This design comes from an exercise in tuning for small area and a short achievable clock period on the open sky130 flow, not from production work. Only simulation tests tie the RTL to the original design; equivalence was not proved. Power figures rest on the tool's default switching activity, not on a simulated workload.

--- design/flow/run.sh ---
#!/bin/bash
# synth_recipe.tcl (not shown) runs the flow's synth.tcl, then flattens the netlist and writes it again
# the make line also repeats each setting of config.mk as NAME=value (left out here)
make -C /OpenROAD-flow-scripts/flow DESIGN_CONFIG=/design/flow/config.mk WORK_HOME=/design/flow/orfs CLKGATE_MAP_FILE= SYNTH_SCRIPT=/design/flow/synth_recipe.tcl finish
--- design/flow/config.mk ---
export PLATFORM = sky130hd
export DESIGN_NAME = reg_check_monitor
export DESIGN_NICKNAME = reg_check_monitor
export VERILOG_FILES = /design/flow/design.v
export SDC_FILE = /design/flow/constraint.sdc
export NUM_CORES = 4
export LEC_CHECK = 0
export CAP_MARGIN = 20
export CORE_MARGIN = 2
export CORE_UTILIZATION = 40
export SETUP_SLACK_MARGIN = 4
export SLEW_MARGIN = 20
--- design/flow/constraint.sdc ---
create_clock -name core_clock -period 7.0 [get_ports {clk}]
set_input_delay 1.4000 -clock core_clock [delete_from_list [all_inputs] [get_ports {clk}]]
set_output_delay 1.4000 -clock core_clock [all_outputs]
set_load 0.01 [all_outputs]
--- design/flow/design.v ---
package reg_check_monitor_pkg;
  typedef enum logic [1:0] {IDLE, RUN, CHECK, DONE} state_t;
  localparam int DEF_DATA_W = 32;
  localparam int DEF_NUM_REGS = 32;
  localparam int DEF_NUM_CHECKS = 8;
  localparam int DEF_CYC_W = 32;
endpackage
module reg_check_table
#(
  parameter int DATA_W = reg_check_monitor_pkg::DEF_DATA_W,
  parameter int NUM_REGS = reg_check_monitor_pkg::DEF_NUM_REGS,
  parameter int NUM_CHECKS = reg_check_monitor_pkg::DEF_NUM_CHECKS,
  localparam int AW = $clog2(NUM_REGS),
  localparam int IW = $clog2(NUM_CHECKS)
) (
  input  logic clk,
  input  logic rst_n,
  input  logic we_i,
  input  logic [IW-1:0] w_idx_i,
  input  logic [AW-1:0] w_reg_i,
  input  logic [DATA_W-1:0] w_exp_i,
  input  logic w_en_i,
  output logic [NUM_CHECKS-1:0] en_o,
  output logic [NUM_CHECKS-1:0][AW-1:0] reg_o,
  output logic [NUM_CHECKS-1:0][DATA_W-1:0] exp_o
);
  logic [NUM_CHECKS-1:0] en_q;
  logic [NUM_CHECKS-1:0][AW-1:0] reg_q;
  logic [NUM_CHECKS-1:0][DATA_W-1:0] exp_q;
  always_ff @(posedge clk or negedge rst_n) begin
    if (!rst_n) begin
      en_q <= '0;
    end else begin
      for (int i = 0; i < NUM_CHECKS; i++) if (we_i && w_idx_i == IW'(i)) en_q[i] <= w_en_i;
    end
  end
  always_ff @(posedge clk) begin
    for (int i = 0; i < NUM_CHECKS; i++) begin
      if (we_i && w_idx_i == IW'(i)) begin
        reg_q[i] <= w_reg_i;
        exp_q[i] <= w_exp_i;
      end
    end
  end
  assign en_o = en_q;
  assign reg_o = reg_q;
  assign exp_o = exp_q;
endmodule
module reg_check_monitor
#(
  parameter int DATA_W = reg_check_monitor_pkg::DEF_DATA_W,
  parameter int NUM_REGS = reg_check_monitor_pkg::DEF_NUM_REGS,
  parameter int NUM_CHECKS = reg_check_monitor_pkg::DEF_NUM_CHECKS,
  parameter int CYC_W = reg_check_monitor_pkg::DEF_CYC_W,
  localparam int AW = $clog2(NUM_REGS),
  localparam int IW = $clog2(NUM_CHECKS)
) (
  input  logic clk,
  input  logic rst_n,
  input  logic wr_en,
  input  logic [AW-1:0] wr_addr,
  input  logic [DATA_W-1:0] wr_data,
  input  logic cfg_valid,
  output logic cfg_ready,
  input  logic [IW-1:0] cfg_idx,
  input  logic [AW-1:0] cfg_reg,
  input  logic [DATA_W-1:0] cfg_exp,
  input  logic cfg_en,
  input  logic start,
  input  logic [CYC_W-1:0] target_cycle,
  output logic busy,
  output logic done,
  output logic pass,
  output logic [IW:0] fail_count,
  output logic [IW-1:0] first_fail_idx,
  output logic [CYC_W-1:0] cycle_cnt
);
  localparam logic [IW-1:0] LAST = IW'(NUM_CHECKS - 1);
  logic idle_q, busy_q, chk_q, done_q;
  logic [CYC_W-1:0] cnt_q, tgt_q;
  logic [IW-1:0] idx_q, first_q;
  logic [IW:0] fails_q;
  logic pass_q;
  logic [NUM_REGS-1:0][DATA_W-1:0] shadow_q;
  logic [NUM_REGS-1:0] wrote_q, wsel;
  logic [NUM_CHECKS-1:0] rp_q, rp_d;
  logic [NUM_REGS-1:0] rd_q;
  logic [DATA_W-1:0] diff_q;
  logic en_q;
  logic [NUM_CHECKS-1:0] t_en;
  logic [NUM_CHECKS-1:0][AW-1:0] t_reg;
  logic [NUM_CHECKS-1:0][DATA_W-1:0] t_exp;
  logic [AW-1:0] n_reg;
  logic [DATA_W-1:0] sv, e_exp;
  logic t_we, run, go, leave, last, hit;
  assign t_we = cfg_valid && idle_q;
  reg_check_table #(.DATA_W(DATA_W), .NUM_REGS(NUM_REGS), .NUM_CHECKS(NUM_CHECKS)) u_table (
    .clk(clk),
    .rst_n(rst_n),
    .we_i(t_we),
    .w_idx_i(cfg_idx),
    .w_reg_i(cfg_reg),
    .w_exp_i(cfg_exp),
    .w_en_i(cfg_en),
    .en_o(t_en),
    .reg_o(t_reg),
    .exp_o(t_exp)
  );
  always_comb begin
    for (int r = 0; r < NUM_REGS; r++) wsel[r] = wr_en && wr_addr == AW'(r);
  end
  always_ff @(posedge clk) begin
    for (int r = 0; r < NUM_REGS; r++) if (wsel[r]) shadow_q[r] <= wr_data;
  end
  always_ff @(posedge clk or negedge rst_n) begin
    if (!rst_n) wrote_q <= '0;
    else wrote_q <= wrote_q | wsel;
  end
  assign go = start && (idle_q || done_q);
  assign run = busy_q && !chk_q;
  assign leave = run && cnt_q == tgt_q;
  assign last = chk_q && idx_q == LAST;
  assign rp_d = leave ? NUM_CHECKS'(2) : chk_q ? {rp_q[NUM_CHECKS-2:0], rp_q[NUM_CHECKS-1]} : NUM_CHECKS'(1);
  always_comb begin
    n_reg = '0;
    for (int i = 0; i < NUM_CHECKS; i++) if (rp_d[i]) n_reg |= t_reg[i];
    if (t_we && rp_d[cfg_idx]) n_reg = cfg_reg;
    sv = '0;
    for (int r = 0; r < NUM_REGS; r++) if (rd_q[r] && wrote_q[r]) sv |= shadow_q[r];
    if (|(wsel & rd_q)) sv = wr_data;
    e_exp = '0;
    for (int i = 0; i < NUM_CHECKS; i++) if (rp_q[i]) e_exp |= t_exp[i];
  end
  assign hit = en_q && |diff_q;
  always_ff @(posedge clk) begin
    if (go) tgt_q <= target_cycle > CYC_W'(1) ? target_cycle : CYC_W'(1);
    idx_q <= chk_q ? idx_q + IW'(1) : '0;
    rp_q <= rp_d;
    for (int r = 0; r < NUM_REGS; r++) rd_q[r] <= n_reg == AW'(r);
    diff_q <= sv ^ e_exp;
    en_q <= |(rp_q & t_en);
  end
  always_ff @(posedge clk or negedge rst_n) begin
    if (!rst_n) begin
      idle_q <= 1'b1;
      busy_q <= 1'b0;
      chk_q <= 1'b0;
      done_q <= 1'b0;
      cnt_q <= '0;
      first_q <= '0;
      fails_q <= '0;
      pass_q <= 1'b0;
    end else begin
      idle_q <= idle_q && !start;
      busy_q <= go || (busy_q && !last);
      chk_q <= leave || (chk_q && !last);
      done_q <= last || (done_q && !start);
      if (go) cnt_q <= CYC_W'(1);
      else if (run && !(&cnt_q)) cnt_q <= cnt_q + CYC_W'(1);
      if (go) begin
        first_q <= '0;
        fails_q <= '0;
        pass_q <= 1'b0;
      end else if (chk_q) begin
        if (hit) fails_q <= fails_q + (IW+1)'(1);
        if (hit && fails_q == '0) first_q <= idx_q;
        if (last) pass_q <= fails_q == '0 && !hit;
      end
    end
  end
  assign cfg_ready = idle_q;
  assign busy = busy_q;
  assign done = done_q;
  assign pass = pass_q;
  assign fail_count = fails_q;
  assign first_fail_idx = first_q;
  assign cycle_cnt = cnt_q;
endmodule
==> run_results.csv, run 1 <==
group,metric,value,unit
run_status,status,"finished clean",
timing,finClkSkew,39.6,ps
worst_setup_path,crit_arrival,3460,ps
layout,layout-drive-gt1-share,18.0,%
place,hpwl,101000,µm
worst_setup_path,startpoint,"wr_addr[3]",
power_and_ir_drop,power.density,292,nW/µm²
min_path,hold_end,"idx_q[0]",
worst_setup_path,crit_required,7400,ps
detailed_routing,drtIter0Drc,5134,
worst_setup_path,r2r-end,"diff_q[4]",
timing,max_freq,0.327,GHz
synthesis,synthFlopType,"edfxtp_1",
synthesis,synthDistinctLibCells,76,
timing,relSlewSlack,16.0,%
synthesis,synth_edf_count,1352,
worst_setup_path,startpoint_type,"primary input",
timing,tightest_slew,1260,ps
clock_network,cts_tree,"done",
timing,fin_crit,3060,ps
run,cap_violations,0,
worst_setup_path,path_buf_inv,2,
synthesis,synth_top_area_cell,"edfxtp_1",
clock_network,insertion_delay,780,ps
layout,final_cell_mix,"edfxtp_1, a22oi_1, clkbuf_16",
floorplanning,core-area,138000,µm²
timing,period_share,43.7,%
worst_setup_path,r2r_slack,4010,ps
clock_network,path_clk_slew,60,ps
worst_setup_path,reg2reg_from,"rd_q[1]",
worst_setup_path,crit_slowest_cell,"nor2_4",
worst_setup_path,crit_path_max_fanout,22,
floorplanning,initial_core_util,40.4,%
layout,fillers,11500,
synthesis,synthTopCellsByArea,"edfxtp_1, a22oi_1, dfrtp_1, dfxtp_1, nand4_1",
synthesis,yosysWarnings,2,
power_and_ir_drop,ir_drop,0.000253,V
synthesis,syn_nets,3299,
floorplanning,ios,158,
synthesis,syn_avg_cell_area,17.5,µm²
timing,rsz0062_at_grt,"true",
floorplanning,die_x,377,µm
synthesis,syn_area,55600,µm²
detailed_routing,vias_per_cell,6.28,
worst_setup_path,endpoint_kind,"register",
layout,area_growth,18.0,%
place,dp_slack,1940,ps
layout,final_common_cell,"edfxtp_1",
global_route,grt_pass1_wl,254000,µm
min_path,hold_path.startpoint,"idx_q[0]",
floorplanning,die_h,377,µm
detailed_routing,wirelength,184000,µm
global_route,grt_pass1_vias,32400,
worst_setup_path,path_delay_family,"simple AND/OR/NAND/NOR gates",
global_route,grt_overflow,0,
global_route,grt_use_total,25.5,%
floorplanning,num_rows,136,
detailed_routing,drt-wirelength-per-cell,34.4,µm
worst_setup_path,crit_path_max_incr_delay,640,ps
global_route,antenna_found_initial,11,
power_and_ir_drop,leakagePower,21.0,nW
clock_network,cts_root_buffer,"clkbuf_16",
worst_setup_path,path_class,"in2reg",
min_path,hold_path.class,"reg2reg",
clock_network,cts_buffers,154,
timing,worst_slack,3940,ps
global_route,grt_max_degree,68,
clock_network,cts_buffer_depth,3,
timing,final_hold_viol_count,0,
timing,finalMaxSlewViolations,0,
layout,stdcell_count,5354,
place,dp_cells,5014,
clock_network,cts_hold_buffers,0,
detailed_routing,drc_errors,0,
timing,setup-tns-final,0,ps
floorplanning,dieArea,142000,µm²
clock_network,cts.sinks,1512,
detailed_routing,drt-pass1-iter-count,7,
place,portBuffers,157,
detailed_routing,ant_nets,0,
synthesis,synth.top_cell.area_share,73.0,%
synthesis,yosysSeqAreaShare,79.5,%
synthesis,syn_inst,3179,
synthesis,async_reset_ff_share,5.56,%
timing,setup_viol,0,
layout,nNetsFinal,3554,
synthesis,synth_seq_cells,1512,
detailed_routing,via_count,33600,
worst_setup_path,cp_cell_sequence,"buf_2 -> nor2b_1 -> nand3_2 -> nor2_4 -> buf_4",
min_path,hold_depth,1,
worst_setup_path,reg2reg_depth,8,
place,place.gp.congestion,0.861,
clock_network,htree_levels,4,
-- power breakdown --
part	switching, mW	internal (mW)
clock network	3.45	4.77
registers	0.105	10.0
logic	0.529	0.313
total	4.08	15.1
-- what timing repair did --
item                                    in CTS  in global routing
buffers inserted                            42                  6
endpoints found under the setup margin    1082                164
hold endpoints to repair                     0                  0
pin swaps                                   15                  7
gates cloned                                 8                  1
gates resized for setup                    134                 45
-- final cells by class --
class	count	area (µm²)	area share [%]
well taps	1794	2240	3.42
inverters	14	52.6	0.0801
clock inverters	74	779	1.19
repair buffers	315	2870	4.38
diodes	3	7.51	0.0114
flip-flops and latches	1512	44300	67.4
multi-input cells	1437	11200	17.0
clock buffers	205	4230	6.44
-- metal layers --
metal	GRT usage, %	vias up	part of all wire, %
li1	-	13600	-
met1	34.5	17400	38
met2	40.6	2310	47
met3	5.64	410	12
met4	8.72	10	3.7
met5	0	-	0.043
-- sequential cells by signal (all words and copies together) (netlist names) --
| signal | flops |
|---|---|
| rp_q | 8 |
| en_q | 1 |
| cnt_q | 32 |
| first_q | 3 |
| done_q | 1 |
| rd_q | 32 |
| u_table.exp_q | 256 |
| u_table.en_q | 8 |
| idle_q | 1 |
| pass_q | 1 |
| tgt_q | 32 |
| fails_q | 4 |
| u_table.reg_q | 40 |
| idx_q | 3 |
| busy_q | 1 |
| chk_q | 1 |
| wrote_q | 32 |
| diff_q | 32 |
| shadow_q | 1024 |
-- how the worst max path moves through the flow --
stage	to	slack [ps]	cells past startpoint
after floorplan	diff_q[10]	3540	8
after global placement	diff_q[22]	1900	9
after detailed placement	diff_q[8]	1940	9
after CTS	diff_q[13]	3900	11
after global routing	diff_q[13]	3930	10
final	shadow_q[770]	3940	5
-- synthesized netlist by cell type (6+ instances only) --
cell type / count
edfxtp_1: 1352
a22oi_1: 478
clkbuf_1: 195
nand4_1: 139
a221oi_1: 95
a22o_1: 93
dfrtp_1: 83
nor2_1: 78
dfxtp_1: 76
nand3_1: 71
xnor2_1: 65
and2_1: 44
nand2_1: 39
mux2i_1: 37
or2_2: 37
xor2_1: 28
or3_1: 22
nor4_1: 19
or4_1: 18
nor3_1: 17
o22ai_1: 17
a2bb2o_2: 16
buf_1: 14
inv_1: 14
a21oi_1: 12
o21ai_0: 10
mux2_2: 8
and4_1: 7
buf_6: 6
nor2b_1: 6
-- cell families (layout without fill, tap and decap cells) --
family,after synthesis,count (layout),share of synthesized area [%]
AO/OA/AOI/OAI,749,749,10.7
XOR/XNOR,95,95,1.52
adder cells (fa/ha/maj),5,5,0.112
buffers and inverters,237,608,1.74
flip-flops,1512,1512,79.5
multiplexers,46,46,0.868
other,0,3,0
AND/OR/NAND/NOR,535,542,5.62
-- through the flow --
stage | util [%] | power [mW] | hold WS (ps) | area [µm²]
after floorplan | - | 10.6 | 418 | 55900
after global placement | 43.3 | 11.0 | 441 | 59700
after detailed placement | 43.3 | 11.1 | 444 | 59700
after CTS | 47.4 | 19.2 | 457 | 65400
after global routing | 47.6 | 19.6 | 474 | 65600
final | 47.6 | 19.2 | 452 | 65600
==> run 2, diff against run 1 <==
--- a/design/flow/config.mk
+++ b/design/flow/config.mk
@@ -5,8 +5,9 @@
 export SDC_FILE = /design/flow/constraint.sdc
 export NUM_CORES = 4
 export LEC_CHECK = 0
+export ABC_CLOCK_PERIOD_IN_PS = 2800
 export CAP_MARGIN = 20
 export CORE_MARGIN = 2
-export CORE_UTILIZATION = 40
+export CORE_UTILIZATION = 60
 export SETUP_SLACK_MARGIN = 4
 export SLEW_MARGIN = 20
==> run 2 against run 1 <==
Effect of this change: die area is 33% lower; routed wire length fell by 4.8%; first-iteration DRC count grew 20%; register-to-register slack improved by 30 ps; core utilization up 23 points; count of clock-buffer cells in the layout is 8 higher; non-clock buffer count grew 6; maximum frequency is 2.0% higher; synthesized cell count is the same; critical endpoint is now shadow_q[959].
==> run_results.csv, run 2 <==
group,metric,value,unit
synthesis,syn_avg_cell_area,17.5,µm²
global_route,grt_pass1_vias,32400,
timing,finClkSkew,26.9,ps
timing,worst_slack,4000,ps
layout,final_common_cell,"edfxtp_1",
power_and_ir_drop,leakagePower,21.0,nW
floorplanning,core-area,91800,µm²
clock_network,htree_levels,4,
layout,final_cell_mix,"edfxtp_1, a22oi_1, clkbuf_16",
synthesis,synth_edf_count,1352,
detailed_routing,drt-wirelength-per-cell,36.6,µm
worst_setup_path,startpoint_type,"primary input",
synthesis,syn_area,55600,µm²
clock_network,cts_root_buffer,"clkbuf_16",
synthesis,synth_top_area_cell,"edfxtp_1",
synthesis,synthTopCellsByArea,"edfxtp_1, a22oi_1, dfrtp_1, dfxtp_1, nand4_1",
power_and_ir_drop,power.density,290,nW/µm²
detailed_routing,vias_per_cell,7.02,
layout,largest_reg_flops,1024,
synthesis,yosysSeqAreaShare,79.5,%
floorplanning,die_h,309,µm
timing,whs,455,ps
worst_setup_path,crit_arrival,3440,ps
detailed_routing,ant_nets,0,
clock_network,cts_buffers,149,
synthesis,synthFlopType,"edfxtp_1",
run,cap_violations,0,
floorplanning,num_rows,111,
clock_network,cts.sinks,1512,
floorplanning,dieArea,95200,µm²
synthesis,synth.top_cell.area_share,73.0,%
synthesis,synth_seq_cells,1512,
synthesis,yosysWarnings,2,
run_status,status,"finished clean",
floorplanning,initial_core_util,60.6,%
timing,setup_viol,0,
detailed_routing,drtIter0Drc,6165,
layout,nNetsFinal,3550,
synthesis,syn_inst,3179,
global_route,grt_pass1_wl,243000,µm
layout,layout-drive-gt1-share,17.3,%
layout,multiInputGateArea,11100,µm²
timing,tightest_slew,1150,ps
global_route,antenna_found_initial,8,
min_path,hold_path.class,"reg2reg",
place,place.gp.congestion,0.896,
clock_network,cts_buffer_depth,3,
detailed_routing,wirelength,176000,µm
worst_setup_path,crit_path_max_fanout,21,
timing,relSlewSlack,23.3,%
worst_setup_path,crit_required,7440,ps
layout,fillers,5871,
synthesis,synthDistinctLibCells,76,
synthesis,synthTopCellsByCount,"edfxtp_1, a22oi_1, clkbuf_1",
place,portBuffers,157,
timing,finalMaxSlewViolations,0,
timing,fin_crit,3000,ps
global_route,grt_max_degree,77,
detailed_routing,drc_errors,0,
layout,final_util,70.5,%
clock_network,path_clk_slew,60,ps
power_and_ir_drop,ir_drop,0.000264,V
worst_setup_path,path_class,"in2reg",
timing,rsz0062_at_grt,"true",
global_route,grt_overflow,0,
layout,largestRegisters,"shadow_q x1024, u_table.exp_q x256, u_table.reg_q x40",
clock_network,cts_tree,"done",
synthesis,async_reset_ff_share,5.56,%
layout,largest_register,"shadow_q",
synthesis,syn_nets,3299,
floorplanning,die_x,309,µm
place,dp_slack,1820,ps
layout,area_growth,16.3,%
power_and_ir_drop,power.total,18.8,mW
global_route,grt_use_total,37.0,%
detailed_routing,via_count,33700,
worst_setup_path,endpoint_kind,"register",
timing,period_share,42.8,%
timing,max_freq,0.333,GHz
timing,setup-tns-final,0,ps
synthesis,synth_most_common_cell,"edfxtp_1",
place,hpwl,93000,µm
detailed_routing,drt-pass1-iter-count,7,
clock_network,insertion_delay,770,ps
floorplanning,ios,158,
layout,regArea,44300,µm²
timing,final_hold_viol_count,0,
-- run 2: cell types whose count changed in the layout (fill, tap and decap cells not counted), moves of 4 or more --
cell        delta
dfxtp_1        +6
nor2_2         -5
bufinv_16      -6
a221oi_4       -4
buf_4          +7
clkinvlp_4     -5
or4_1          +7
or4_4          -7
mux2i_2        -4
clkbuf_8       +9
dfxtp_2        -5
-- run 2: worst paths after layout --
path,start,end,slack (ps),cells past startpoint
max,wr_addr[2],shadow_q[959],4000,7
min,wrote_q[9],wrote_q[9],460,1
max reg2reg,wrote_q[16],diff_q[25],4040,8
min reg2reg,wrote_q[9],wrote_q[9],460,1
max in group asynchronous,rst_n,cnt_q[24],5430,2
min in group asynchronous,rst_n,wrote_q[21],490,1
-- run 2: where the power goes --
| part | internal, mW | total, mW | switching [mW] | leakage, nW |
|---|---|---|---|---|
| registers | 10.0 | 10.1 | 0.102 | 13.8 |
| logic | 0.302 | 0.787 | 0.485 | 4.83 |
| clock network | 4.54 | 7.86 | 3.31 | 2.36 |
| total | 14.8 | 18.8 | 3.90 | 21.0 |
-- run 2: critical path, stage by stage --
cell and delay [ps]:
buf_2 190, nand4_1 110, buf_4 170, buf_8 120, buf_4 130, nor2_4 830
buf_4 440
-- run 2: metrics by stage --
stage          cells  instance area, µm²
2_1_floorplan   3179               55900
3_3_place_gp    4458               59000
3_5_place_dp    4460               59100
4_1_cts         4793               64600
5_1_grt         4801               64700
6_report        4802               64700
-- run 2: repair_timing --
action / CTS / global route
setup endpoints to repair: 1129 / 82
pin swaps: 20 / 4
buffers inserted: 52 / 4
gates cloned: 5 / 1
hold buffers: 0 / 0
resized for setup: 132 / 28
-- run 2: cell type report --
| type | count | share of cell area [%] |
|---|---|---|
| clock inverters | 63 | 0.866 |
| diodes | 4 | 0.0155 |
| inverters | 14 | 0.0812 |
| flip-flops and latches | 1512 | 68.4 |
| repair buffers | 321 | 4.53 |
| well taps | 1243 | 2.40 |
| multi-input cells | 1432 | 17.1 |
| clock buffers | 213 | 6.58 |
-- run 2: metal layers --
| layer | track usage [%] | wire length (µm) | up-vias |
|---|---|---|---|
| met5 | 0 | 48 | - |
| met4 | 16.1 | 8350 | 8 |
| met3 | 7.49 | 20000 | 487 |
| met2 | 58.2 | 82900 | 2462 |
| met1 | 50.8 | 64300 | 17200 |
| li1 | - | - | 13600 |
-- run 2: cell families (layout without fill, tap and decap cells) --
| group | after synthesis | after routing | share of synthesized area, % |
|---|---|---|---|
| flops | 1512 | 1512 | 79.5 |
| compound gates | 749 | 749 | 10.7 |
| simple gates | 535 | 537 | 5.62 |
| buf+inv | 237 | 611 | 1.74 |
| xor+xnor | 95 | 95 | 1.52 |
| mux | 46 | 46 | 0.868 |
| fa+ha+maj | 5 | 5 | 0.112 |
| other cells | 0 | 4 | 0 |
==> run 3, diff against run 2 <==
--- a/design/flow/design.v
+++ b/design/flow/design.v
@@ -77,14 +77,15 @@
 );
   localparam logic [IW-1:0] LAST = IW'(NUM_CHECKS - 1);
   logic idle_q, busy_q, chk_q, done_q;
-  logic [CYC_W-1:0] cnt_q, tgt_q;
+  logic [CYC_W-1:0] cnt_q, tm_q;
   logic [IW-1:0] idx_q, first_q;
   logic [IW:0] fails_q;
   logic pass_q;
   logic [NUM_REGS-1:0][DATA_W-1:0] shadow_q;
   logic [NUM_REGS-1:0] wrote_q, wsel;
   logic [NUM_CHECKS-1:0] rp_q, rp_d;
-  logic [NUM_REGS-1:0] rd_q;
+  logic [AW-1:0] rd_q;
+  logic [NUM_REGS-1:0] sel_q;
   logic [DATA_W-1:0] diff_q;
   logic en_q;
   logic [NUM_CHECKS-1:0] t_en;
@@ -92,7 +93,7 @@
   logic [NUM_CHECKS-1:0][DATA_W-1:0] t_exp;
   logic [AW-1:0] n_reg;
   logic [DATA_W-1:0] sv, e_exp;
-  logic t_we, run, go, leave, last, hit;
+  logic t_we, run, go, leave_q, last, hit;
   assign t_we = cfg_valid && idle_q;
   reg_check_table #(.DATA_W(DATA_W), .NUM_REGS(NUM_REGS), .NUM_CHECKS(NUM_CHECKS)) u_table (
     .clk(clk),
@@ -118,25 +119,25 @@
   end
   assign go = start && (idle_q || done_q);
   assign run = busy_q && !chk_q;
-  assign leave = run && cnt_q == tgt_q;
   assign last = chk_q && idx_q == LAST;
-  assign rp_d = leave ? NUM_CHECKS'(2) : chk_q ? {rp_q[NUM_CHECKS-2:0], rp_q[NUM_CHECKS-1]} : NUM_CHECKS'(1);
+  assign rp_d = leave_q ? NUM_CHECKS'(2) : chk_q ? {rp_q[NUM_CHECKS-2:0], rp_q[NUM_CHECKS-1]} : NUM_CHECKS'(1);
   always_comb begin
     n_reg = '0;
     for (int i = 0; i < NUM_CHECKS; i++) if (rp_d[i]) n_reg |= t_reg[i];
     if (t_we && rp_d[cfg_idx]) n_reg = cfg_reg;
     sv = '0;
-    for (int r = 0; r < NUM_REGS; r++) if (rd_q[r] && wrote_q[r]) sv |= shadow_q[r];
-    if (|(wsel & rd_q)) sv = wr_data;
+    for (int r = 0; r < NUM_REGS; r++) if (sel_q[r]) sv |= shadow_q[r];
+    if (wr_en && wr_addr == rd_q) sv = wr_data;
     e_exp = '0;
     for (int i = 0; i < NUM_CHECKS; i++) if (rp_q[i]) e_exp |= t_exp[i];
   end
   assign hit = en_q && |diff_q;
   always_ff @(posedge clk) begin
-    if (go) tgt_q <= target_cycle > CYC_W'(1) ? target_cycle : CYC_W'(1);
+    if (go) tm_q <= target_cycle > CYC_W'(1) ? target_cycle - CYC_W'(1) : '0;
     idx_q <= chk_q ? idx_q + IW'(1) : '0;
     rp_q <= rp_d;
-    for (int r = 0; r < NUM_REGS; r++) rd_q[r] <= n_reg == AW'(r);
+    rd_q <= n_reg;
+    for (int r = 0; r < NUM_REGS; r++) sel_q[r] <= n_reg == AW'(r) && (wrote_q[r] || wsel[r]);
     diff_q <= sv ^ e_exp;
     en_q <= |(rp_q & t_en);
   end
@@ -146,6 +147,7 @@
       busy_q <= 1'b0;
       chk_q <= 1'b0;
       done_q <= 1'b0;
+      leave_q <= 1'b0;
       cnt_q <= '0;
       first_q <= '0;
       fails_q <= '0;
@@ -153,7 +155,8 @@
     end else begin
       idle_q <= idle_q && !start;
       busy_q <= go || (busy_q && !last);
-      chk_q <= leave || (chk_q && !last);
+      chk_q <= leave_q || (chk_q && !last);
+      leave_q <= go ? target_cycle <= CYC_W'(1) : run && !leave_q && cnt_q == tm_q;
       done_q <= last || (done_q && !start);
       if (go) cnt_q <= CYC_W'(1);
       else if (run && !(&cnt_q)) cnt_q <= cnt_q + CYC_W'(1);
--- a/design/flow/config.mk
+++ b/design/flow/config.mk
@@ -9,5 +9,7 @@
 export CAP_MARGIN = 20
 export CORE_MARGIN = 2
 export CORE_UTILIZATION = 60
-export SETUP_SLACK_MARGIN = 4
+export CTS_CLUSTER_DIAMETER = 100
+export CTS_CLUSTER_SIZE = 30
+export SETUP_SLACK_MARGIN = 4.5
 export SLEW_MARGIN = 20
==> run 3 against run 2 <==
Effect of this change: still clean on timing, DRC and antenna; area after synthesis decreased by 0.32%; worst hold slack improved by 7.0 ps; clock power down 46%; sequential share of layout area increased by 1.2 points; combinational power grew 12%; critical path type unchanged; critical endpoint is now tm_q[31]; largest cell class unchanged; largest power group unchanged.
==> run_results.csv, run 3 <==
group,metric,value,unit
detailed_routing,vias_per_cell,7.18,
synthesis,yosys.area_share.simple,5.97,%
synthesis,synth_seq_cells,1518,
layout,regArea,44400,µm²
timing,finClkSkew,26.3,ps
power_and_ir_drop,ir_drop,0.000229,V
timing,setup_viol,0,
floorplanning,num_rows,111,
synthesis,syn_inst,3247,
run_status,status,"finished clean",
timing,max_freq,0.361,GHz
layout,final_common_cell,"edfxtp_1",
detailed_routing,via_count,34700,
floorplanning,core-area,91700,µm²
layout,area_growth,15.1,%
floorplanning,ios,158,
layout,multiInputGateArea,11800,µm²
worst_setup_path,startpoint_type,"primary input",
worst_setup_path,crit_path_max_fanout,2,
layout,largestRegisters,"shadow_q x1024, u_table.exp_q x256, u_table.reg_q x40",
detailed_routing,drt-pass1-iter-count,6,
floorplanning,initial_core_util,60.5,%
synthesis,synthFlopType,"edfxtp_1",
layout,final_cell_mix,"edfxtp_1, a22oi_1, buf_4",
place,dp_slack,2410,ps
power_and_ir_drop,leakagePower,20.3,nW
clock_network,cts_tree,"done",
synthesis,synthTopCellsByArea,"edfxtp_1, a22oi_1, dfrtp_1, dfxtp_1, nand4_1",
timing,setup-tns-final,0,ps
floorplanning,dieArea,94900,µm²
detailed_routing,drt-wirelength-per-cell,37.7,µm
synthesis,synth_top_area_cell,"edfxtp_1",
synthesis,syn_nets,3369,
clock_network,cts.sinks,1518,
min_path,hold_depth,2,
global_route,grt_use_met3,7.92,%
power_and_ir_drop,power.density,238,nW/µm²
timing,relSlewSlack,20.7,%
synthesis,synth-xor-area-share,1.96,%
floorplanning,die_h,308,µm
timing,rsz0062_at_grt,"true",
clock_network,path_clk_slew,120,ps
clock_network,htree_levels,2,
synthesis,yosysWarnings,2,
clock_network,cts_hold_buffers,0,
timing,worst_slack,4230,ps
clock_network,cts_buffer_depth,3,
global_route,grt_util_met2,60.7,%
synthesis,syn_avg_cell_area,17.1,µm²
place,portBuffers,157,
synthesis,yosysSeqAreaShare,80.0,%
worst_setup_path,endpoint_kind,"register",
clock_network,insertion_delay,710,ps
timing,fin_crit,2770,ps
synthesis,synth_compound_area_share,10.2,%
worst_setup_path,crit_required,7460,ps
detailed_routing,drtIter0Drc,5853,
min_path,hold_path.class,"reg2reg",
place,place.gp.congestion,0.858,
timing,final_hold_viol_count,0,
worst_setup_path,crit_arrival,3230,ps
clock_network,cts_root_buffer,"clkbuf_16",
worst_setup_path,path_class,"in2reg",
timing,tightest_slew,1190,ps
run,cap_violations,0,
detailed_routing,drc_errors,0,
layout,nNetsFinal,3714,
place,hpwl,93400,µm
global_route,grt_pass1_wl,251000,µm
worst_setup_path,reg2reg_depth,7,
synthesis,synth_most_common_cell,"edfxtp_1",
detailed_routing,wirelength,182000,µm
global_route,grt_overflow,0,
global_route,grt_pass1_vias,33200,
clock_network,cts_buffers,56,
synthesis,synthTopCellsByCount,"edfxtp_1, a22oi_1, nand4_1",
global_route,grt_max_degree,76,
synthesis,synth_edf_count,1352,
synthesis,syn_area,55500,µm²
global_route,grt_use_total,38.0,%
synthesis,synth_fa_ha_area_share,0.158,%
layout,layout-drive-gt1-share,19.8,%
global_route,top_usage_layer,"met2",
synthesis,async_reset_ff_share,5.60,%
layout,largest_reg_flops,1024,
worst_setup_path,r2r_slack,4460,ps
detailed_routing,ant_nets,0,
synthesis,synthDistinctLibCells,67,
layout,fillers,5999,
synthesis,synth_top_family_by_area,"compound AO/OA/AOI/OAI gates",
layout,largest_register,"shadow_q",
synthesis,synth.top_cell.area_share,73.2,%
floorplanning,die_x,308,µm
global_route,met1_usage,51.0,%
timing,period_share,39.6,%
timing,finalMaxSlewViolations,0,
layout,final_util,69.6,%
global_route,antenna_found_initial,4,
timing,whs,462,ps
synthesis,synthMuxAreaShare,0.354,%
## run 3: changes by cell type after synthesis, sizes merged, moves of 31 or more
cell and delta:
nand4 +49, a22o -92, a22oi +180, and2 -36, nor4 +35, clkbuf -50
nand3 -50, mux2i -32, nor2 +94, o21ai +31, or2 -34, a221oi -95
## run 3: per-layer routing
| metal | share of wire, % | up-vias |
|---|---|---|
| li1 | - | 13900 |
| met1 | 35 | 17600 |
| met2 | 47 | 2684 |
| met3 | 12 | 505 |
| met4 | 5.8 | 6 |
| met5 | 0.023 | - |
## run 3: timing repair
item,in CTS,in global routing
endpoints found under the setup margin,1538,283
hold endpoints to repair,0,0
setup buffers,155,24
gates cloned,10,2
gates resized for setup,480,127
pin swaps,72,54
## run 3: worst max-delay path, cell delays in order
cell     delay [ps]
buf_8            90
or3_4           380
or3_4           400
nor4_4          190
nand2_2         120
buf_4           150
nor3b_2         190
mux2_4          320
## run 3: per-stage QoR
| step | cells | total power, mW | area [µm²] |
|---|---|---|---|
| after floorplan | 3247 | 10.6 | 56300 |
| after global placement | 4529 | 11.0 | 59400 |
| after detailed placement | 4529 | 11.1 | 59400 |
| after CTS | 4799 | 15.2 | 63200 |
| after global routing | 4826 | 15.6 | 63800 |
| final | 4828 | 15.2 | 63800 |
## run 3: worst paths after layout
| path | start | endpoint |
|---|---|---|
| max | target_cycle[3] | tm_q[31] |
| min | wrote_q[5] | wrote_q[5] |
| max reg2reg | sel_q[15] | diff_q[21] |
| min reg2reg | wrote_q[5] | wrote_q[5] |
| max in group asynchronous | rst_n | cnt_q[22] |
| min in group asynchronous | rst_n | cnt_q[31] |
## run 3: logic make-up after synthesis
logic type      count (synthesis)
compound gates                760
xor+xnor                      124
fa+ha+maj                       7
buf+inv                       202
flops                        1518
mux                            17
simple gates                  619
## run 3: report_power, final
group | total (mW) | leakage (nW) | switching, mW | internal (mW)
Clock | 4.21 | 0.770 | 2.63 | 1.58
Sequential | 10.1 | 13.9 | 0.108 | 10.0
Combinational | 0.883 | 5.72 | 0.534 | 0.349
## run 3: cell type report
class / count / share of cell area (%)
Timing Repair Buffer: 438 / 6.82
Tap cell: 1186 / 2.32
Clock inverter: 3 / 0.0568
Multi-Input combinational cell: 1536 / 18.4
Inverter: 42 / 0.257
Clock buffer: 102 / 2.50
Sequential cell: 1518 / 69.6
Antenna cell: 3 / 0.0118
==> run 4, diff against run 3 <==
--- a/design/flow/design.v
+++ b/design/flow/design.v
@@ -77,7 +77,7 @@
 );
   localparam logic [IW-1:0] LAST = IW'(NUM_CHECKS - 1);
   logic idle_q, busy_q, chk_q, done_q;
-  logic [CYC_W-1:0] cnt_q, tm_q;
+  logic [CYC_W-1:0] cnt_q, tgt_q;
   logic [IW-1:0] idx_q, first_q;
   logic [IW:0] fails_q;
   logic pass_q;
@@ -133,7 +133,7 @@
   end
   assign hit = en_q && |diff_q;
   always_ff @(posedge clk) begin
-    if (go) tm_q <= target_cycle > CYC_W'(1) ? target_cycle - CYC_W'(1) : '0;
+    if (go) tgt_q <= target_cycle;
     idx_q <= chk_q ? idx_q + IW'(1) : '0;
     rp_q <= rp_d;
     rd_q <= n_reg;
@@ -156,7 +156,7 @@
       idle_q <= idle_q && !start;
       busy_q <= go || (busy_q && !last);
       chk_q <= leave_q || (chk_q && !last);
-      leave_q <= go ? target_cycle <= CYC_W'(1) : run && !leave_q && cnt_q == tm_q;
+      leave_q <= go ? target_cycle <= CYC_W'(1) : run && !leave_q && cnt_q + CYC_W'(1) == tgt_q;
       done_q <= last || (done_q && !start);
       if (go) cnt_q <= CYC_W'(1);
       else if (run && !(&cnt_q)) cnt_q <= cnt_q + CYC_W'(1);
--- a/design/flow/config.mk
+++ b/design/flow/config.mk
@@ -8,8 +8,8 @@
 export ABC_CLOCK_PERIOD_IN_PS = 2800
 export CAP_MARGIN = 20
 export CORE_MARGIN = 2
-export CORE_UTILIZATION = 60
-export CTS_CLUSTER_DIAMETER = 100
-export CTS_CLUSTER_SIZE = 30
+export CORE_UTILIZATION = 65
+export CTS_CLUSTER_DIAMETER = 80
+export CTS_CLUSTER_SIZE = 24
 export SETUP_SLACK_MARGIN = 4.5
 export SLEW_MARGIN = 20
==> run 4 against run 3 <==
Effect of this change: cell count shrank 2.8%; first-iteration DRC count shrank 0.96%; routed wire length shrank 3.4%; core utilization grew 6.8 points; critical endpoint is now cfg_ready.
==> run_results.csv, run 4 <==
group,metric,value,unit
place,portBuffers,157,
worst_setup_path,crit_path_max_incr_delay,560,ps
synthesis,synth_seq_cells,1518,
floorplanning,die_x,296,µm
detailed_routing,vias_per_cell,7.32,
worst_setup_path,path_class,"reg2out",
synthesis,syn_area,55300,µm²
run_status,status,"finished clean",
floorplanning,num_rows,106,
run,cap_violations,0,
worst_setup_path,critPathCapture,"cfg_ready",
power_and_ir_drop,leakagePower,20.8,nW
detailed_routing,drt-pass1-iter-count,6,
timing,setup-tns-final,0,ps
power_and_ir_drop,power.density,249,nW/µm²
synthesis,async_reset_ff_share,5.60,%
layout,nNetsFinal,3634,
worst_setup_path,startpoint,"idle_q",
synthesis,yosysWarnings,2,
power_and_ir_drop,ir_drop,0.000262,V
global_route,grt_pass1_vias,33000,
synthesis,synth.top_cell.area_share,73.4,%
layout,layout-drive-gt1-share,19.8,%
global_route,antenna_found_initial,10,
worst_setup_path,crit_path_max_fanout,2,
layout,stdcell_count,4692,
layout,largestRegisters,"shadow_q x1024, u_table.exp_q x256, u_table.reg_q x40",
global_route,grt_pass1_wl,242000,µm
timing,tightest_slew,1110,ps
floorplanning,ios,158,
timing,setup_viol,0,
floorplanning,die_h,296,µm
worst_setup_path,crit_slowest_cell,"dfstp_2",
place,hpwl,93700,µm
layout,largest_register,"shadow_q",
worst_setup_path,startpoint_type,"register",
synthesis,synthTopCellsByCount,"edfxtp_1, a22oi_1, clkbuf_1",
synthesis,synth_top_area_cell,"edfxtp_1",
synthesis,yosysSeqAreaShare,80.2,%
layout,area_growth,16.1,%
layout,final_util,76.5,%
worst_setup_path,endpoint_kind,"output pin",
clock_network,cts_root_buffer,"clkbuf_16",
global_route,grt_use_total,40.1,%
detailed_routing,drc_errors,0,
floorplanning,dieArea,87500,µm²
synthesis,synth_edf_count,1352,
worst_setup_path,r2r_slack,4430,ps
timing,fin_crit,2710,ps
synthesis,syn_avg_cell_area,17.5,µm²
detailed_routing,drtIter0Drc,5797,
timing,final_hold_viol_count,0,
clock_network,cts_buffers,73,
clock_network,insertion_delay,670,ps
detailed_routing,via_count,34300,
place,dp_cells,4418,
detailed_routing,drt-wirelength-per-cell,37.5,µm
synthesis,synth_most_common_cell,"edfxtp_1",
timing,max_freq,0.369,GHz
clock_network,cts.sinks,1518,
floorplanning,core-area,84000,µm²
synthesis,syn_inst,3165,
timing,period_share,38.7,%
synthesis,synthDistinctLibCells,64,
layout,largest_reg_flops,1024,
min_path,hold_path.startpoint,"wrote_q[2]",
clock_network,cts_tree,"done",
synthesis,synthTopCellsByArea,"edfxtp_1, a22oi_1, dfrtp_1, dfxtp_1, nand4_1",
global_route,grt_overflow,0,
worst_setup_path,cp.depth,1,
detailed_routing,ant_nets,0,
worst_setup_path,reg2reg_depth,11,
worst_setup_path,reg2reg_from,"cnt_q[1]",
timing,finClkSkew,25.4,ps
layout,final_cell_mix,"edfxtp_1, a22oi_1, buf_4",
global_route,grt_max_degree,72,
synthesis,synthFlopType,"edfxtp_1",
worst_setup_path,path_delay_family,"flip-flops",
floorplanning,initial_core_util,65.9,%
place,dp_slack,2230,ps
clock_network,htree_levels,3,
timing,relSlewSlack,25.6,%
detailed_routing,wirelength,176000,µm
layout,final_common_cell,"edfxtp_1",
synthesis,syn_nets,3285,
worst_setup_path,crit_arrival,1310,ps
clock_network,cts_buffer_depth,3,
worst_setup_path,cp_cell_sequence,"buf_6",
timing,rsz0062_at_grt,"true",
place,place.gp.congestion,0.902,
min_path,hold_path.class,"reg2reg",
timing,worst_slack,4290,ps
timing,finalMaxSlewViolations,0,
worst_setup_path,path_buf_inv,1,
worst_setup_path,r2r-end,"leave_q",
clock_network,path_clk_slew,90,ps
worst_setup_path,crit_required,5600,ps
clock_network,cts_hold_buffers,0,
==> run 4: cell count changes after synthesis, moves of 32 or more <==
cell,previous run,this run
a22oi_1,658,520
nand4_1,188,114
a22o_1,1,74
a221oi_1,2,66
nand3_1,25,89
nor2_1,173,115
inv_1,41,9
nor3b_1,3,35
==> run 4: cell families (layout without fill, tap and decap cells) <==
| group | after synthesis | after routing | synth area share [%] |
|---|---|---|---|
| flip-flops | 1518 | 1518 | 80.2 |
| other | 0 | 7 | 0 |
| buffers and inverters | 172 | 557 | 1.25 |
| AND/OR/NAND/NOR | 582 | 583 | 5.92 |
| adder cells (fa/ha/maj) | 5 | 5 | 0.113 |
| multiplexers | 24 | 24 | 0.486 |
| AO/OA/AOI/OAI | 745 | 745 | 10.2 |
| XOR/XNOR | 119 | 119 | 1.88 |
==> run 4: layer usage <==
metal	vias up	GRT usage [%]	wire length (µm)
li1	13600	-	-
met1	17400	54.2	61100
met2	2817	61.8	80300
met3	548	10.6	23500
met4	4	19.2	10900
met5	-	0	31
==> run 4: repair_timing <==
| action | in CTS | in global routing |
|---|---|---|
| pin swaps | 57 | 29 |
| setup endpoints to repair | 1508 | 356 |
| gates resized for setup | 454 | 91 |
| gates cloned | 7 | 3 |
| setup buffers | 116 | 28 |
==> run 4: worst min path at each step <==
stage / endpoint / slack, ps / cells past startpoint
6_report: wrote_q[2] / 460 / 1
4_1_cts: wrote_q[2] / 450 / 1
3_3_place_gp: idx_q[0] / 430 / 1
2_1_floorplan: idx_q[0] / 420 / 1
5_1_grt: wrote_q[4] / 470 / 1
3_5_place_dp: wrote_q[6] / 430 / 1
==> run 4: area by class of cell <==
type                            instances  area (µm²)
Timing Repair Buffer                  436        4510
Fill cell                            4741       19700
Tap cell                             1134        1420
Inverter                                9        33.8
Sequential cell                      1518       44400
Multi-Input combinational cell       1476       11700
Antenna cell                            7        17.5
Clock inverter                          7        78.8
Clock buffer                          105        2030
==> run 4: metrics by stage <==
| step | power [mW] | instance area [µm²] | hold slack, ps |
|---|---|---|---|
| global placement | 11.1 | 59300 | 434 |
| detailed placement | 11.2 | 59400 | 433 |
| floorplan | 10.7 | 56100 | 417 |
| finish | 16.0 | 64200 | 457 |
| global route | 16.3 | 64200 | 469 |
| CTS | 15.9 | 63400 | 455 |
==> run 4: power by group <==
part | switching [mW] | internal (mW)
logic | 0.604 | 0.455
clock network | 2.73 | 2.05
registers | 0.0962 | 10.0
==> run 5, diff against run 4 <==
--- a/design/flow/config.mk
+++ b/design/flow/config.mk
@@ -11,5 +11,5 @@
 export CORE_UTILIZATION = 65
 export CTS_CLUSTER_DIAMETER = 80
 export CTS_CLUSTER_SIZE = 24
-export SETUP_SLACK_MARGIN = 4.5
+export SETUP_SLACK_MARGIN = 4.3
 export SLEW_MARGIN = 20
==> run 5 against run 4 <==
Effect of this change: total power decreased by 1.0%; combinational power decreased by about 10%; routed wire length decreased by 2.3%; core utilization decreased by 1.6 points; non-clock buffer count decreased by 40.
==> run_results.csv, run 5 <==
group,metric,value,unit
floorplanning,die_h,296,µm
worst_setup_path,cp_cell_sequence,"buf_6",
detailed_routing,vias_per_cell,7.34,
layout,stdcell_count,4643,
clock_network,insertion_delay,680,ps
power_and_ir_drop,ir_drop,0.000218,V
worst_setup_path,crit_slowest_cell,"dfstp_2",
detailed_routing,drt-wirelength-per-cell,37.0,µm
place,hpwl,92100,µm
floorplanning,num_rows,106,
synthesis,syn_nets,3285,
detailed_routing,via_count,34100,
timing,finalMaxSlewViolations,0,
floorplanning,dieArea,87500,µm²
synthesis,synth_top_area_cell,"edfxtp_1",
layout,nNetsFinal,3596,
synthesis,syn_area,55300,µm²
timing,tightest_slew,1260,ps
detailed_routing,wirelength,172000,µm
global_route,grt_pass1_vias,32400,
worst_setup_path,path_buf_inv,1,
layout,final_util,74.9,%
clock_network,htree_levels,3,
timing,setup_viol,0,
global_route,grt_use_total,39.3,%
timing,relSlewSlack,16.3,%
detailed_routing,drc_errors,0,
place,dp_cells,4415,
floorplanning,ios,158,
layout,stdcell_area,62900,µm²
detailed_routing,ant_nets,0,
run_status,status,"finished clean",
worst_setup_path,startpoint_type,"register",
synthesis,synthTopCellsByCount,"edfxtp_1, a22oi_1, clkbuf_1",
timing,rsz0062_at_grt,"true",
synthesis,yosysWarnings,2,
global_route,grt_max_degree,73,
synthesis,async_reset_ff_share,5.60,%
timing,finClkSkew,29.8,ps
layout,regArea,44400,µm²
worst_setup_path,path_delay_family,"flip-flops",
layout,largestRegisters,"shadow_q x1024, u_table.exp_q x256, u_table.reg_q x40",
place,place.gp.congestion,0.885,
timing,setup-tns-final,0,ps
timing,max_freq,0.368,GHz
layout,largest_register,"shadow_q",
synthesis,synthDistinctLibCells,64,
synthesis,synth_edf_count,1352,
timing,final_hold_viol_count,0,
clock_network,cts_tree,"done",
layout,area_growth,13.6,%
synthesis,syn_avg_cell_area,17.5,µm²
timing,period_share,38.8,%
synthesis,synthFlopType,"edfxtp_1",
worst_setup_path,path_class,"reg2out",
timing,worst_slack,4280,ps
clock_network,cts_buffer_depth,3,
detailed_routing,drt-pass1-iter-count,7,
power_and_ir_drop,power.density,251,nW/µm²
layout,final_cell_mix,"edfxtp_1, a22oi_1, buf_4",
layout,final_common_cell,"edfxtp_1",
place,dp_slack,2160,ps
synthesis,yosysSeqAreaShare,80.2,%
worst_setup_path,endpoint_kind,"output pin",
detailed_routing,drtIter0Drc,6030,
worst_setup_path,crit_path_max_fanout,2,
layout,layout-drive-gt1-share,17.8,%
layout,fillers,4911,
place,portBuffers,157,
synthesis,synth_seq_cells,1518,
clock_network,cts.sinks,1518,
clock_network,cts_root_buffer,"clkbuf_16",
worst_setup_path,crit_path_max_incr_delay,560,ps
worst_setup_path,crit_required,5600,ps
min_path,hold_path.class,"reg2reg",
synthesis,syn_inst,3165,
clock_network,path_clk_slew,90,ps
floorplanning,die_x,296,µm
run,cap_violations,0,
synthesis,synth.top_cell.area_share,73.4,%
timing,fin_crit,2720,ps
place,dpl_cell_area,59300,µm²
layout,multiInputGateArea,11300,µm²
clock_network,cts_hold_buffers,0,
global_route,grt_overflow,0,
power_and_ir_drop,power.total,15.8,mW
synthesis,synth_most_common_cell,"edfxtp_1",
power_and_ir_drop,leakagePower,20.2,nW
global_route,grt_pass1_wl,238000,µm
synthesis,synthTopCellsByArea,"edfxtp_1, a22oi_1, dfrtp_1, dfxtp_1, nand4_1",
worst_setup_path,crit_arrival,1320,ps
floorplanning,initial_core_util,65.9,%
global_route,antenna_found_initial,5,
clock_network,cts_buffers,74,
floorplanning,core-area,84000,µm²
layout,largest_reg_flops,1024,
timing,whs,456,ps
[run 5: cell counts after synthesis]
No cell type changed its count.
[run 5: cells by family (layout without fill, tap and decap cells)]
family | count (synthesis) | count (layout) | synth area share [%]
compound gates | 745 | 745 | 10.2
xor+xnor | 119 | 119 | 1.88
fa+ha+maj | 5 | 5 | 0.113
buf+inv | 172 | 511 | 1.25
flops | 1518 | 1518 | 80.2
mux | 24 | 24 | 0.486
other cells | 0 | 3 | 0
simple gates | 582 | 584 | 5.92
[run 5: layer usage]
layer	up-vias	track usage (%)	wire length [µm]
li1	13500	-	-
met1	17100	55.8	60000
met4	6	15.5	8560
met5	-	0	43
met2	3028	60.4	78100
met3	496	8.78	25000
[run 5: final timing paths]
kind | startpoint | end | slack (ps) | cells past startpoint
min in group asynchronous | rst_n | u_table.en_q[1] | 570 | 1
max in group asynchronous | rst_n | cnt_q[10] | 5140 | 2
worst min-delay path | wrote_q[25] | wrote_q[25] | 460 | 1
worst min register to register | wrote_q[25] | wrote_q[25] | 460 | 1
worst max-delay path | idle_q | cfg_ready | 4280 | 1
worst max register to register | sel_q[18] | diff_q[25] | 4300 | 7
[run 5: layout make-up]
cell class / count / area share [%]
timing repair buffer: 396 / 5.67
antenna: 3 / 0.0119
sequential: 1518 / 70.7
inverter: 9 / 0.0537
multi-input combinational: 1477 / 18.0
clock inverter: 12 / 0.233
clock buffer: 94 / 3.07
tap: 1134 / 2.26
[run 5: repair_timing]
action,CTS,global route
pin swaps,33,13
endpoints found under the setup margin,1454,333
gates cloned,4,1
buffers inserted,96,18
resized for setup,312,44
endpoints found under the hold margin,0,0
[run 5: worst reg2reg max path, cell delays in order (launching register included)]
cell      delay, ps
dfxtp_2         520
buf_6           320
a22o_1          320
a221oi_2        270
nand3_1         220
nor4_4          580
a21oi_1         190
xor2_1          170
[run 5: power by group]
group	internal, mW	leakage (nW)	switching [mW]
combinational	0.357	5.37	0.591
sequential	10.0	13.9	0.0805
clock	2.02	1.00	2.73
total	12.4	20.2	3.40
==> run 6, diff against run 5 <==
--- a/design/flow/design.v
+++ b/design/flow/design.v
@@ -76,8 +76,8 @@
   output logic [CYC_W-1:0] cycle_cnt
 );
   localparam logic [IW-1:0] LAST = IW'(NUM_CHECKS - 1);
-  logic idle_q, busy_q, chk_q, done_q;
-  logic [CYC_W-1:0] cnt_q, tgt_q;
+  logic left_q, busy_q, chk_q, done_q;
+  logic [CYC_W-1:0] cnt_q, cnt_i, cnt_inc, tgt_q;
   logic [IW-1:0] idx_q, first_q;
   logic [IW:0] fails_q;
   logic pass_q;
@@ -94,7 +94,7 @@
   logic [AW-1:0] n_reg;
   logic [DATA_W-1:0] sv, e_exp;
   logic t_we, run, go, leave_q, last, hit;
-  assign t_we = cfg_valid && idle_q;
+  assign t_we = cfg_valid && !left_q;
   reg_check_table #(.DATA_W(DATA_W), .NUM_REGS(NUM_REGS), .NUM_CHECKS(NUM_CHECKS)) u_table (
     .clk(clk),
     .rst_n(rst_n),
@@ -117,7 +117,8 @@
     if (!rst_n) wrote_q <= '0;
     else wrote_q <= wrote_q | wsel;
   end
-  assign go = start && (idle_q || done_q);
+  assign go = start && (!left_q || done_q);
+  assign cnt_inc = &cnt_i ? cnt_i : cnt_i + CYC_W'(1);
   assign run = busy_q && !chk_q;
   assign last = chk_q && idx_q == LAST;
   assign rp_d = leave_q ? NUM_CHECKS'(2) : chk_q ? {rp_q[NUM_CHECKS-2:0], rp_q[NUM_CHECKS-1]} : NUM_CHECKS'(1);
@@ -134,6 +135,7 @@
   assign hit = en_q && |diff_q;
   always_ff @(posedge clk) begin
     if (go) tgt_q <= target_cycle;
+    cnt_i <= go ? CYC_W'(1) : cnt_inc;
     idx_q <= chk_q ? idx_q + IW'(1) : '0;
     rp_q <= rp_d;
     rd_q <= n_reg;
@@ -143,7 +145,7 @@
   end
   always_ff @(posedge clk or negedge rst_n) begin
     if (!rst_n) begin
-      idle_q <= 1'b1;
+      left_q <= 1'b0;
       busy_q <= 1'b0;
       chk_q <= 1'b0;
       done_q <= 1'b0;
@@ -153,13 +155,13 @@
       fails_q <= '0;
       pass_q <= 1'b0;
     end else begin
-      idle_q <= idle_q && !start;
+      left_q <= left_q || start;
       busy_q <= go || (busy_q && !last);
       chk_q <= leave_q || (chk_q && !last);
-      leave_q <= go ? target_cycle <= CYC_W'(1) : run && !leave_q && cnt_q + CYC_W'(1) == tgt_q;
+      leave_q <= go ? target_cycle <= CYC_W'(1) : run && !leave_q && cnt_i + CYC_W'(1) == tgt_q;
       done_q <= last || (done_q && !start);
       if (go) cnt_q <= CYC_W'(1);
-      else if (run && !(&cnt_q)) cnt_q <= cnt_q + CYC_W'(1);
+      else if (run) cnt_q <= cnt_inc;
       if (go) begin
         first_q <= '0;
         fails_q <= '0;
@@ -171,7 +173,7 @@
       end
     end
   end
-  assign cfg_ready = idle_q;
+  assign cfg_ready = !left_q;
   assign busy = busy_q;
   assign done = done_q;
   assign pass = pass_q;
--- a/design/flow/config.mk
+++ b/design/flow/config.mk
@@ -11,5 +11,5 @@
 export CORE_UTILIZATION = 65
 export CTS_CLUSTER_DIAMETER = 80
 export CTS_CLUSTER_SIZE = 24
-export SETUP_SLACK_MARGIN = 4.3
+export SETUP_SLACK_MARGIN = 4.5
 export SLEW_MARGIN = 20
==> run 6 against run 5 <==
Effect of this change: still clean; clock power about the same; sequential power about the same; sequential share of layout area down 0.41 points; area after synthesis up 1.4%; worst setup slack better by 58 ps; critical path type unchanged; highest routed layer unchanged.
==> run_results.csv, run 6 <==
group,metric,value,unit
floorplanning,die_x,298,µm
timing,relSlewSlack,35.4,%
detailed_routing,drt-wirelength-per-cell,37.3,µm
detailed_routing,drt-pass1-iter-count,7,
detailed_routing,wirelength,175000,µm
layout,fillers,5022,
clock_network,insertion_delay,660,ps
synthesis,synthTopCellsByArea,"edfxtp_1, a22oi_1, dfxtp_1, dfrtp_1, nand4_1",
worst_setup_path,crit_path_max_fanout,4,
worst_setup_path,startpoint_type,"register",
detailed_routing,ant_nets,0,
run,cap_violations,0,
min_path,hold_path.startpoint,"wrote_q[3]",
worst_setup_path,path_buf_inv,1,
worst_setup_path,path_class,"reg2out",
min_path,hold_path.class,"reg2reg",
worst_setup_path,path_delay_family,"flip-flops",
layout,nNetsFinal,3630,
power_and_ir_drop,power.total,15.9,mW
worst_setup_path,cp_cell_sequence,"buf_2",
clock_network,cts_buffer_depth,3,
power_and_ir_drop,internal_power,12.6,mW
layout,largest_reg_flops,1024,
layout,layout-drive-gt1-share,19.3,%
clock_network,cts_root_buffer,"clkbuf_16",
power_and_ir_drop,sw_frac_of_total,21.0,%
synthesis,synth_most_common_cell,"edfxtp_1",
synthesis,synthDistinctLibCells,64,
run_status,status,"finished clean",
worst_setup_path,crit_slowest_cell,"dfrtp_1",
timing,setup_viol,0,
worst_setup_path,reg2reg_from,"sel_q[21]",
synthesis,synth_edf_count,1352,
synthesis,yosysWarnings,2,
power_and_ir_drop,switching_power,3.34,mW
layout,final_common_cell,"edfxtp_1",
worst_setup_path,endpoint_kind,"output pin",
place,portBuffers,157,
synthesis,synthTopCellsByCount,"edfxtp_1, a22oi_1, clkbuf_1",
synthesis,synth_top_area_cell,"edfxtp_1",
synthesis,synth_seq_cells,1550,
synthesis,syn_inst,3206,
detailed_routing,via_count,34300,
power_and_ir_drop,combPwrFrac,5.1,%
timing,setup-tns-final,0,ps
floorplanning,initial_core_util,65.7,%
place,hpwl,94600,µm
power_and_ir_drop,leakagePower,20.7,nW
floorplanning,die_h,298,µm
worst_setup_path,startpoint,"fails_q[2]",
synthesis,syn_nets,3326,
timing,finClkSkew,25.3,ps
global_route,grt_pass1_wl,244000,µm
clock_network,cts_tree,"done",
power_and_ir_drop,clkPwrFrac,29.9,%
timing,finalMaxSlewViolations,0,
floorplanning,dieArea,88600,µm²
global_route,grt_max_degree,78,
global_route,grt_use_total,39.2,%
global_route,grt_overflow,0,
synthesis,synth.top_cell.area_share,72.4,%
timing,tightest_slew,968,ps
detailed_routing,drtIter0Drc,5701,
floorplanning,ios,158,
worst_setup_path,reg2reg_depth,6,
layout,area_growth,14.4,%
synthesis,synthFlopType,"edfxtp_1",
detailed_routing,vias_per_cell,7.32,
global_route,antenna_found_initial,5,
synthesis,syn_area,56100,µm²
floorplanning,num_rows,107,
layout,largestRegisters,"shadow_q x1024, u_table.exp_q x256, u_table.reg_q x40",
worst_setup_path,cp.depth,1,
min_path,hold_depth,1,
clock_network,cts_hold_buffers,0,
global_route,grt_pass1_vias,33000,
worst_setup_path,crit_path_max_incr_delay,440,ps
clock_network,htree_levels,3,
power_and_ir_drop,power.density,248,nW/µm²
timing,fin_crit,2660,ps
clock_network,cts_buffers,74,
clock_network,cts.sinks,1550,
floorplanning,core-area,85300,µm²
timing,max_freq,0.376,GHz
power_and_ir_drop,p_seq_share,64.9,%
synthesis,yosysSeqAreaShare,80.2,%
synthesis,syn_avg_cell_area,17.5,µm²
worst_setup_path,crit_arrival,1260,ps
timing,final_hold_viol_count,0,
place,place.gp.congestion,0.894,
layout,final_cell_mix,"edfxtp_1, a22oi_1, buf_4",
timing,period_share,38.0,%
clock_network,path_clk_slew,100,ps
layout,largest_register,"shadow_q",
power_and_ir_drop,ir_drop,0.000222,V
worst_setup_path,crit_required,5600,ps
synthesis,async_reset_ff_share,5.48,%
timing,rsz0062_at_grt,"true",
detailed_routing,drc_errors,0,
timing,whs,455,ps
run 6: power by group through the flow:
stage | clock [mW] | combinational [mW] | sequential (mW)
floorplan | 0 | 0.301 | 10.5
global placement | 0 | 0.703 | 10.5
detailed placement | 0 | 0.723 | 10.5
CTS | 4.76 | 0.786 | 10.3
global route | 5.06 | 0.860 | 10.3
finish | 4.76 | 0.819 | 10.3
run 6: path summary, 6_finish.rpt:
kind                                  to  slack, ps
min                           wrote_q[3]        460
max                        fail_count[2]       4340
min in group asynchronous         done_q        560
max reg2reg                    diff_q[6]       4440
min reg2reg                   wrote_q[3]        460
max in group asynchronous      cnt_q[10]       5440
run 6: layout make-up:
class | count | area [µm²] | share of cell area, %
Sequential cell | 1550 | 45100 | 70.3
Multi-Input combinational cell | 1481 | 11800 | 18.4
Timing Repair Buffer | 393 | 3710 | 5.78
Clock buffer | 107 | 2000 | 3.11
Tap cell | 1144 | 1430 | 2.23
Clock inverter | 6 | 83.8 | 0.131
Inverter | 10 | 60.1 | 0.0936
Antenna cell | 1 | 2.50 | 0.00390
run 6: logic make-up (layout without fill, tap and decap cells):
kind of cell | count (synthesis) | in the layout | share of synthesized area (%)
flops | 1550 | 1550 | 80.2
compound gates | 777 | 777 | 10.4
simple gates | 548 | 552 | 5.49
buf+inv | 179 | 516 | 1.26
xor+xnor | 104 | 104 | 1.67
mux | 43 | 43 | 0.857
fa+ha+maj | 5 | 5 | 0.112
other cells | 0 | 1 | 0
run 6: repair_timing:
item,in CTS,in global routing
endpoints found under the setup margin,1558,135
buffers inserted,89,22
cloned,5,1
gates resized for setup,415,70
pin swaps,52,25
run 6: metrics by stage:
stage	worst slack, ps	instances	cell area, µm²	utilization (%)
6_report	4340	4692	64100	75.2
3_5_place_dp	2160	4461	60100	70.5
3_3_place_gp	2330	4461	60100	70.5
4_1_cts	4310	4668	63600	74.6
2_1_floorplan	3670	3206	57000	-
5_1_grt	4300	4692	64100	75.2
run 6: metal layers:
metal,share of wire (%),GRT usage [%]
met1,35,54.6
met4,5.2,16.6
met5,0.025,0
met3,14,9.37
met2,46,60.2
==> run 7, diff against run 6 <==
--- a/design/flow/design.v
+++ b/design/flow/design.v
@@ -125,7 +125,7 @@
   always_comb begin
     n_reg = '0;
     for (int i = 0; i < NUM_CHECKS; i++) if (rp_d[i]) n_reg |= t_reg[i];
-    if (t_we && rp_d[cfg_idx]) n_reg = cfg_reg;
+    if (t_we && cfg_idx == '0) n_reg = cfg_reg;
     sv = '0;
     for (int r = 0; r < NUM_REGS; r++) if (sel_q[r]) sv |= shadow_q[r];
     if (wr_en && wr_addr == rd_q) sv = wr_data;
==> run 7 against run 6 <==
Effect of this change: non-clock buffer count is 12 lower; critical path depth stayed put; via count hardly changed; critical path type unchanged; critical endpoint is now cycle_cnt[5].
==> run_results.csv, run 7 <==
group,metric,value,unit
timing,setup-tns-final,0,ps
clock_network,htree_levels,3,
layout,largest_reg_flops,1024,
worst_setup_path,crit_path_max_fanout,2,
place,place.gp.congestion,0.863,
global_route,antenna_found_initial,7,
run,cap_violations,0,
synthesis,synth.top_cell.area_share,72.2,%
timing,period_share,38.1,%
worst_setup_path,startpoint_type,"register",
worst_setup_path,crit_required,5600,ps
timing,finClkSkew,26.8,ps
synthesis,synthFlopType,"edfxtp_1",
synthesis,yosysSeqAreaShare,80.0,%
timing,final_hold_viol_count,0,
timing,fin_crit,2670,ps
layout,nNetsFinal,3626,
run_status,status,"finished clean",
floorplanning,ios,158,
synthesis,synthDistinctLibCells,75,
detailed_routing,drt-pass1-iter-count,9,
layout,largest_register,"shadow_q",
layout,layout-drive-gt1-share,19.3,%
global_route,grt_pass1_vias,32700,
layout,final_cell_mix,"edfxtp_1, a22oi_1, buf_4",
timing,finalMaxSlewViolations,0,
worst_setup_path,endpoint_kind,"output pin",
floorplanning,num_rows,107,
worst_setup_path,crit_arrival,1270,ps
timing,rsz0062_at_grt,"true",
place,portBuffers,157,
detailed_routing,drtIter0Drc,6345,
worst_setup_path,r2r_slack,4460,ps
global_route,grt_use_total,38.2,%
worst_setup_path,critPathCapture,"cycle_cnt[5]",
layout,stdcell_count,4699,
global_route,grt_overflow,0,
synthesis,syn_area,56200,µm²
clock_network,cts_buffers,74,
clock_network,cts_hold_buffers,0,
global_route,grt_max_degree,65,
worst_setup_path,reg2reg_from,"cnt_i[12]",
detailed_routing,vias_per_cell,7.30,
synthesis,async_reset_ff_share,5.48,%
worst_setup_path,path_buf_inv,1,
detailed_routing,drc_errors,0,
worst_setup_path,cp_cell_sequence,"buf_6",
global_route,grt_pass1_wl,240000,µm
detailed_routing,ant_nets,0,
floorplanning,core-area,85400,µm²
clock_network,cts_root_buffer,"clkbuf_16",
min_path,hold_depth,1,
synthesis,synth_edf_count,1352,
layout,fillers,5124,
timing,max_freq,0.375,GHz
timing,relSlewSlack,20.4,%
power_and_ir_drop,power.density,251,nW/µm²
synthesis,synthTopCellsByArea,"edfxtp_1, a22oi_1, dfxtp_1, dfrtp_1, nand4_1",
clock_network,cts_tree,"done",
clock_network,path_clk_slew,90,ps
power_and_ir_drop,power.total,16.1,mW
power_and_ir_drop,ir_drop,0.000224,V
worst_setup_path,path_class,"reg2out",
synthesis,synth_seq_cells,1550,
worst_setup_path,startpoint,"cnt_q[5]",
clock_network,cts.sinks,1550,
layout,largestRegisters,"shadow_q x1024, u_table.exp_q x256, u_table.reg_q x40",
detailed_routing,drt-wirelength-per-cell,36.8,µm
place,dp_cells,4449,
synthesis,syn_avg_cell_area,17.5,µm²
synthesis,yosysWarnings,2,
power_and_ir_drop,leakagePower,20.7,nW
floorplanning,die_h,298,µm
layout,area_growth,13.9,%
synthesis,syn_inst,3209,
worst_setup_path,crit_slowest_cell,"dfrtp_1",
timing,whs,452,ps
worst_setup_path,cp.depth,1,
clock_network,insertion_delay,680,ps
layout,final_common_cell,"edfxtp_1",
place,hpwl,91000,µm
worst_setup_path,reg2reg_depth,8,
floorplanning,die_x,298,µm
floorplanning,initial_core_util,65.8,%
min_path,hold_path.class,"reg2reg",
floorplanning,dieArea,88900,µm²
timing,tightest_slew,1190,ps
clock_network,cts_buffer_depth,3,
detailed_routing,via_count,34300,
timing,setup_viol,0,
worst_setup_path,crit_path_max_incr_delay,450,ps
synthesis,synthTopCellsByCount,"edfxtp_1, a22oi_1, clkbuf_1",
worst_setup_path,r2r-end,"leave_q",
worst_setup_path,path_delay_family,"flip-flops",
detailed_routing,wirelength,173000,µm
synthesis,syn_nets,3329,
synthesis,synth_top_area_cell,"edfxtp_1",
synthesis,synth_most_common_cell,"edfxtp_1",
-- run 7: cell types whose count changed in the layout (fill, tap and decap cells not counted), sizes merged, moves of 7 or more --
| cell | change |
|---|---|
| nand3 | -15 |
| a22oi | -17 |
| and4 | +7 |
| a221oi | +10 |
| xor2 | -7 |
| clkdlybuf4s50 | -7 |
| inv | +10 |
-- run 7: cells by family after synthesis --
group,synth area share [%]
buffers and inverters,1.35
AND/OR/NAND/NOR,5.54
AO/OA/AOI/OAI,10.7
multiplexers,0.785
flip-flops,80.0
XOR/XNOR,1.54
adder cells (fa/ha/maj),0.111
-- run 7: how the worst min path moves through the flow --
stage                      from          end  slack [ps]
floorplan              idx_q[0]     idx_q[0]         420
global placement       idx_q[0]     idx_q[0]         430
detailed placement  wrote_q[29]  wrote_q[29]         430
CTS                    idx_q[0]     idx_q[0]         450
global route         wrote_q[6]   wrote_q[6]         470
finish               wrote_q[6]   wrote_q[6]         450
-- run 7: metrics by stage --
stage          setup slack, ps  area [µm²]  util [%]
2_1_floorplan             3670       57000         -
6_report                  4330       64100      75.0
3_3_place_gp              2090       60000      70.3
4_1_cts                   4320       63500      74.4
5_1_grt                   4310       64000      75.0
3_5_place_dp              1970       60100      70.3
-- run 7: final cells by class --
type | instances | area, µm² | share of cell area (%)
well taps | 1144 | 1430 | 2.23
clock inverters | 6 | 75.1 | 0.117
repair inverters | 3 | 25.0 | 0.0391
diodes | 7 | 17.5 | 0.0273
inverters | 21 | 115 | 0.180
clock buffers | 112 | 2040 | 3.18
repair buffers | 381 | 3620 | 5.65
multi-input cells | 1475 | 11700 | 18.2
flip-flops and latches | 1550 | 45000 | 70.3
-- run 7: repair_timing --
item	CTS	global route
gates resized for setup	376	65
setup endpoints to repair	1541	239
hold endpoints to repair	0	0
cloned	10	3
setup buffers	89	23
pin swaps	38	16
-- run 7: layer usage --
| metal | track usage, % | vias to the layer above | part of all wire, % |
|---|---|---|---|
| met5 | 0 | - | 0.0075 |
| met4 | 16.6 | 2 | 4.9 |
| met3 | 8.58 | 467 | 14 |
| met2 | 57.9 | 2908 | 46 |
| met1 | 54.2 | 17200 | 35 |
| li1 | - | 13700 | - |
-- run 7: report_power, final --
group	internal (mW)	switching (mW)
registers	10.2	0.152
clock network	2.05	2.77
logic	0.359	0.495

port drivers added, routing unchanged:
How much do the figures lean on ideal ports? The routed layouts below were timed once more, with nothing changed but the port constraints. Step 1, drivers: a clkbuf_16 drives clk and a buf_2 each remaining input, both assumed. Step 2 times the ports against the registers' clock, not the clock port: input delays grow and output delays shrink by t, the midpoint of the rising clock arrivals with the driver on. Three values: ideal ports, drivers, drivers and shift; two values: the first two.
| run | shift t [ns] | setup slack, ns |
|---|---|---|
| run 1 | 0.837 | 3.942 / 3.928 / 3.091 |
| run 2 | 0.834 | 4.001 / 3.998 / 3.215 |
| run 3 | 0.760 | 4.230 / 4.191 / 3.496 |
| run 4 | 0.724 | 4.290 / 4.218 / 3.652 |
| run 5 | 0.735 | 4.281 / 4.212 / 3.558 |
| run 6 | 0.726 | 4.339 / 4.265 / 3.682 |
| run 7 | 0.730 | 4.331 / 4.263 / 3.728 |
After both steps every run listed still meets setup and hold.
